What follows belongs to an exercise in optimizing a design on an open flow for small area; a production flow would make more cautious choices.
The RTL was checked by simulation tests, not by an equivalence proof against the original design.
Power and IR drop assume default switching activity.

==> flow/design.v <==
package mem_rs_pkg;
    typedef logic [31:0] word_t;
    typedef logic [5:0]  preg_t;
    typedef logic [3:0]  rob_idx_t;
    typedef logic [3:0]  byte_mask_t;
    typedef logic [2:0]  funct3_t;
    typedef logic [6:0]  opcode_t;
    localparam opcode_t OP_LOAD  = 7'b0000011;
    localparam opcode_t OP_STORE = 7'b0100011;
endpackage
`timescale 1ns/1ps
module mem_rs #(
    parameter int LD_DEPTH = 8,
    parameter int ST_DEPTH = 8
) (
    input  logic                    clk,
    input  logic                    rst,
    input  logic                    flush,
    input  logic                    disp_valid,
    input  mem_rs_pkg::opcode_t     disp_opcode,
    input  mem_rs_pkg::funct3_t     disp_funct3,
    input  mem_rs_pkg::rob_idx_t    disp_rob_idx,
    input  mem_rs_pkg::preg_t       disp_pd,
    input  mem_rs_pkg::preg_t       disp_ps1,
    input  logic                    disp_ps1_ready,
    input  mem_rs_pkg::word_t       disp_ps1_v,
    input  mem_rs_pkg::preg_t       disp_ps2,
    input  logic                    disp_ps2_ready,
    input  mem_rs_pkg::word_t       disp_ps2_v,
    input  mem_rs_pkg::word_t       disp_imm,
    input  mem_rs_pkg::rob_idx_t    rob_head_idx,
    input  logic                    cdb_valid,
    input  mem_rs_pkg::preg_t       cdb_tag,
    input  mem_rs_pkg::word_t       cdb_value,
    input  logic                    funit_ready,
    output logic                    ld_full,
    output logic                    st_full,
    output logic                    issue_valid,
    output logic                    issue_is_store,
    output mem_rs_pkg::rob_idx_t    issue_rob_idx,
    output mem_rs_pkg::preg_t       issue_pd,
    output mem_rs_pkg::word_t       issue_addr,
    output mem_rs_pkg::byte_mask_t  issue_rmask,
    output mem_rs_pkg::word_t       issue_wdata
);
    localparam int LD = LD_DEPTH;
    localparam int ST = ST_DEPTH;
    localparam int IW = $clog2(ST_DEPTH);
    function automatic logic [31:0] radd(input logic [31:0] a, input logic [31:0] b);
        logic c;
        c = 1'b0;
        for (int k = 0; k < 32; k++) begin
            radd[k] = a[k] ^ b[k] ^ c;
            c       = (a[k] & b[k]) | (a[k] & c) | (b[k] & c);
        end
    endfunction
    logic [LD-1:0]          l_busy;
    logic [LD-1:0][1:0]     l_cls;      
    logic [LD-1:0][3:0]     l_rob;
    logic [LD-1:0][5:0]     l_pd;
    logic [LD-1:0][5:0]     l_tag;
    logic [LD-1:0]          l_rdy;
    logic [LD-1:0][31:0]    l_val;
    logic [LD-1:0][ST-1:0]  l_dep;
    logic [LD-1:0][LD-1:0]  l_old;      
    logic [ST-1:0]          s_vld;
    logic [ST-1:0][3:0]     s_rob;
    logic [ST-1:0][5:0]     s_pd;
    logic [ST-1:0][5:0]     s_tag1;
    logic [ST-1:0]          s_rdy1;
    logic [ST-1:0][31:0]    s_val1;
    logic [ST-1:0]          s_rdy2;
    logic [ST-1:0][31:0]    s_val2;
    logic [ST-1:0]          s_head;     
    logic [ST-1:0]          s_tail;     
    logic        clr;
    logic        d_wake1, d_wake2, d_rdy1;
    logic [31:0] d_base, d_val;
    logic [1:0]  d_cls;
    logic        ld_alloc, st_push;
    logic [LD-1:0] alloc;
    assign clr     = rst | flush;
    assign d_wake1 = cdb_valid && disp_ps1 == cdb_tag;
    assign d_wake2 = cdb_valid && disp_ps2 == cdb_tag;
    assign d_rdy1  = disp_ps1_ready | d_wake1;
    assign d_base  = disp_ps1_ready ? disp_ps1_v : (cdb_value & {32{d_wake1}});
    assign d_val   = radd(disp_imm, d_base);
    always_comb begin
        case (disp_funct3)
            3'b000, 3'b100: d_cls = 2'd1;
            3'b001, 3'b101: d_cls = 2'd2;
            3'b010:         d_cls = 2'd3;
            default:        d_cls = 2'd0;
        endcase
    end
    assign ld_full  = &l_busy;
    assign st_full  = &s_vld;
    assign ld_alloc = disp_valid && disp_opcode == mem_rs_pkg::OP_LOAD && !ld_full;
    assign st_push  = disp_valid && disp_opcode == mem_rs_pkg::OP_STORE && !st_full;
    always_comb begin
        logic found;
        found = 1'b0;
        alloc = '0;
        for (int i = 0; i < LD; i++) begin
            if (!l_busy[i] && !found) begin
                alloc[i] = ld_alloc;
                found    = 1'b1;
            end
        end
    end
    logic [LD-1:0] l_wake;
    logic [ST-1:0] s_wake1, s_wake2;
    logic [ST-1:0] s_push;
    assign s_push = st_push ? s_tail : '0;
    always_comb begin
        for (int i = 0; i < LD; i++)
            l_wake[i] = cdb_valid && !l_rdy[i] && l_tag[i] == cdb_tag;
        for (int j = 0; j < ST; j++) begin
            s_wake1[j] = cdb_valid && !s_rdy1[j] && s_tag1[j] == cdb_tag;
            s_wake2[j] = cdb_valid && !s_rdy2[j] && s_val2[j][5:0] == cdb_tag;
        end
    end
    logic [LD-1:0] elig, oldest, grant;
    logic          st_win, ld_win;
    logic [ST-1:0] pop;
    always_comb begin
        for (int i = 0; i < LD; i++) begin
            logic blk;
            blk = 1'b0;
            for (int j = 0; j < ST; j++) begin
                if (l_dep[i][j] && (!s_rdy1[j] || s_val1[j][31:2] == l_val[i][31:2]))
                    blk = 1'b1;
            end
            elig[i] = l_busy[i] && l_rdy[i] && !blk;
        end
        for (int i = 0; i < LD; i++) begin
            logic older_elig;
            older_elig = 1'b0;
            for (int j = 0; j < LD; j++) begin
                if (j < i && elig[j] && l_old[j][i])  older_elig = 1'b1;
                if (j > i && elig[j] && !l_old[i][j]) older_elig = 1'b1;
            end
            oldest[i] = elig[i] && !older_elig;
        end
    end
    logic [3:0]  h_rob;
    logic [5:0]  h_pd;
    logic [31:0] h_val1, h_val2;
    logic        h_ok;
    always_comb begin
        h_rob  = '0;
        h_pd   = '0;
        h_val1 = '0;
        h_val2 = '0;
        h_ok   = 1'b0;
        for (int j = 0; j < ST; j++) begin
            if (s_head[j]) begin
                h_rob  = h_rob  | s_rob[j];
                h_pd   = h_pd   | s_pd[j];
                h_val1 = h_val1 | s_val1[j];
                h_val2 = h_val2 | s_val2[j];
                h_ok   = h_ok   | (s_vld[j] & s_rdy1[j] & s_rdy2[j]);
            end
        end
    end
    assign st_win = funit_ready && h_ok && h_rob == rob_head_idx;
    assign ld_win = funit_ready && !st_win && |elig;
    assign grant  = ld_win ? oldest : '0;
    assign pop    = st_win ? s_head : '0;
    logic [3:0]  sel_rob;
    logic [5:0]  sel_pd;
    logic [31:0] sel_addr;
    logic [1:0]  sel_cls;
    always_comb begin
        sel_rob  = '0;
        sel_pd   = '0;
        sel_addr = '0;
        sel_cls  = '0;
        for (int i = 0; i < LD; i++) begin
            if (oldest[i]) begin
                sel_rob  = sel_rob  | l_rob[i];
                sel_pd   = sel_pd   | l_pd[i];
                sel_addr = sel_addr | l_val[i];
                sel_cls  = sel_cls  | l_cls[i];
            end
        end
    end
    assign issue_valid    = st_win || ld_win;
    assign issue_is_store = st_win;
    assign issue_rob_idx  = st_win ? h_rob  : sel_rob;
    assign issue_pd       = st_win ? h_pd   : sel_pd;
    assign issue_addr     = st_win ? h_val1 : sel_addr;
    assign issue_wdata    = h_val2;
    always_comb begin
        case (sel_cls)
            2'd1:    issue_rmask = 4'b0001 << sel_addr[1:0];
            2'd2:    issue_rmask = 4'b0011 << sel_addr[1:0];
            2'd3:    issue_rmask = 4'b1111;
            default: issue_rmask = 4'b0000;
        endcase
        if (st_win) issue_rmask = 4'b0000;
    end
    always_ff @(posedge clk) begin
        for (int i = 0; i < LD; i++) begin
            if (clr)           l_busy[i] <= 1'b0;
            else if (alloc[i]) l_busy[i] <= 1'b1;
            else if (grant[i]) l_busy[i] <= 1'b0;
            if (alloc[i]) begin
                l_cls[i] <= d_cls;
                l_rob[i] <= disp_rob_idx;
                l_pd[i]  <= disp_pd;
                l_tag[i] <= disp_ps1;
                l_rdy[i] <= d_rdy1;
                l_dep[i] <= s_vld & ~pop;
            end else begin
                if (l_wake[i]) l_rdy[i] <= 1'b1;
                l_dep[i] <= l_dep[i] & ~pop;
            end
            l_val[i] <= radd(l_val[i] & {32{!alloc[i]}},
                             (d_val & {32{alloc[i]}}) | (cdb_value & {32{l_wake[i] && !alloc[i]}}));
            for (int j = i + 1; j < LD; j++) begin
                if (alloc[i])      l_old[i][j] <= 1'b0;
                else if (alloc[j]) l_old[i][j] <= 1'b1;
            end
        end
    end
    always_ff @(posedge clk) begin
        if (clr) begin
            s_vld  <= '0;
            s_head <= ST'(1);
            s_tail <= ST'(1);
        end else begin
            s_vld <= (s_vld & ~pop) | (st_push ? s_tail : '0);
            if (st_win)  s_head <= {s_head[ST-2:0], s_head[ST-1]};
            if (st_push) s_tail <= {s_tail[ST-2:0], s_tail[ST-1]};
        end
        for (int j = 0; j < ST; j++) begin
            s_val1[j] <= radd(s_val1[j] & {32{!s_push[j]}},
                              (d_val & {32{s_push[j]}}) | (cdb_value & {32{s_wake1[j] && !s_push[j]}}));
            if (s_push[j]) begin
                s_rob[j]  <= disp_rob_idx;
                s_pd[j]   <= disp_pd;
                s_tag1[j] <= disp_ps1;
                s_rdy1[j] <= d_rdy1;
                s_rdy2[j] <= disp_ps2_ready | d_wake2;
                s_val2[j] <= disp_ps2_ready ? disp_ps2_v : d_wake2 ? cdb_value : {26'd0, disp_ps2};
            end else begin
                if (s_wake1[j]) s_rdy1[j] <= 1'b1;
                if (s_wake2[j]) begin
                    s_rdy2[j] <= 1'b1;
                    s_val2[j] <= cdb_value;
                end
            end
        end
    end
endmodule
==> flow/config.mk <==
export PLATFORM = sky130hd
export DESIGN_NAME = mem_rs
export DESIGN_NICKNAME = mem_rs
export VERILOG_FILES = /design/flow/design.v
export SDC_FILE = /design/flow/constraint.sdc
export NUM_CORES = 4
export LEC_CHECK = 0
export CAP_MARGIN = 40
export CORE_MARGIN = 2
export CORE_UTILIZATION = 40
export CTS_CLUSTER_DIAMETER = 60
export CTS_CLUSTER_SIZE = 30
export GPL_TIMING_DRIVEN = 0
export SLEW_MARGIN = 40
==> flow/constraint.sdc <==
create_clock -name core_clock -period 30.0 [get_ports {clk}]
set_input_delay 6.0000 -clock core_clock [delete_from_list [all_inputs] [get_ports {clk}]]
set_output_delay 6.0000 -clock core_clock [all_outputs]
set_load 0.01 [all_outputs]
standard.sh (not shown) runs the stock make flow with config.mk's settings and CLKGATE_MAP_FILE= SYNTH_SCRIPT=/design/flow/synth_recipe.tcl, a recipe that flattens the netlist after the stock synthesis.
==> flow/flow/run.sh <==
#!/bin/bash
# Standard layout with these changes: synthesis buffers are removed before
# global placement (which is not timing driven), ports get the smallest buffer
# cell, and clock tree synthesis adds no dummy loads.
export PRE_GLOBAL_PLACE_TCL="$(pwd)/flow/remove_buffers.tcl"
export BUFFER_PORTS_ARGS="-buffer_cell sky130_fd_sc_hd__buf_1"
export CTS_ARGS="-sink_clustering_enable -repair_clock_nets -dont_use_dummy_load -sink_clustering_size 30 -sink_clustering_max_diameter 60"
cp standard.sh standard_sh.log
bash standard.sh > standard.log 2>&1
==> flow/flow/remove_buffers.tcl <==
# drop the buffers synthesis inserted; repair_design adds back only those the
# slew and capacitance limits need
remove_buffers
The starting point completed with no timing, DRC or antenna violations.
Rerun with:
CAP_MARGIN = 25   (was 40)
CORE_UTILIZATION = 45   (was 40)
PLACE_DENSITY = 0.8   (was default)
SLEW_MARGIN = 25   (was 40)
After rerunning: Sequential cell count is unchanged; design area drops by 1.4%; worst setup slack got worse by 0.12 ns; combinational power climbs by about 7%; synthesized area stays the same; sequential share of layout area stays flat; wire length drops by 3.3%; non-clock buffer count drops by 66; clock power drops by about 8%.
Rerun with:
==> flow/run.sh (new file) <==
#!/bin/bash
# synth_recipe.tcl (not shown) runs the flow's synth.tcl, then flattens the netlist and writes it again
# the make line also repeats each setting of config.mk as NAME=value (left out here)
make -C /OpenROAD-flow-scripts/flow DESIGN_CONFIG=/design/flow/config.mk WORK_HOME=/design/flow/orfs CLKGATE_MAP_FILE= SYNTH_SCRIPT=/design/flow/synth_recipe.tcl finish
CAP_MARGIN = 40   (was 25)
CORE_UTILIZATION = 40   (was 45)
CTS_CLUSTER_DIAMETER = default   (was 60)
CTS_CLUSTER_SIZE = default   (was 30)
GPL_TIMING_DRIVEN = default   (was 0)
PLACE_DENSITY = default   (was 0.8)
SLEW_MARGIN = 40   (was 25)
removed: flow/flow/run.sh
removed: flow/flow/remove_buffers.tcl
removed: flow/standard.sh
=> Cell count went up by a few percent; clock skew went down by 0.099 ns; worst hold slack is better by 0.0097 ns; first-iteration DRC count went down by roughly a tenth; power went up by a little under a tenth; maximum frequency went up slightly; non-clock buffer count went up by 119; area after synthesis is unchanged; global-route usage went down by 6.0 points.

## afterwards: timing with drivers on the ports
In the flow no input, the clock included, has a driving cell. The finished layouts below were timed again as built, in two steps. Step 1 sets driving cells, clkbuf_16 on the clock port and buf_2 on the other inputs (assumed; they add their load-dependent delay and slew). Step 2 moves the port delays by t, midway between the first and last clock arrival at a register: inputs arrive t later, outputs are due t later. That takes back most of the time a late clock gives input paths. a / b / c = ideal ports / drivers / drivers and shift; a / b = the first two.
run | t (ns) | setup slack, ns | hold slack, ns | latest minus earliest clock arrival (ns)
the first run | 0.891 | 6.362 / 6.442 / 5.551 | 0.471 / 0.471 / 0.471 | 0.141 / 0.142
the second run | 0.895 | 6.239 / 6.309 / 5.414 | 0.472 / 0.472 / 0.472 | 0.145 / 0.145
the third run | 0.951 | 6.495 / 6.576 / 5.626 | 0.481 / 0.481 / 0.481 | 0.042 / 0.041
After both steps setup and hold are still met in every run listed. The setup slack of the third run, which loses most, moves by +0.081 ns with the drivers and by -0.869 ns with both steps.
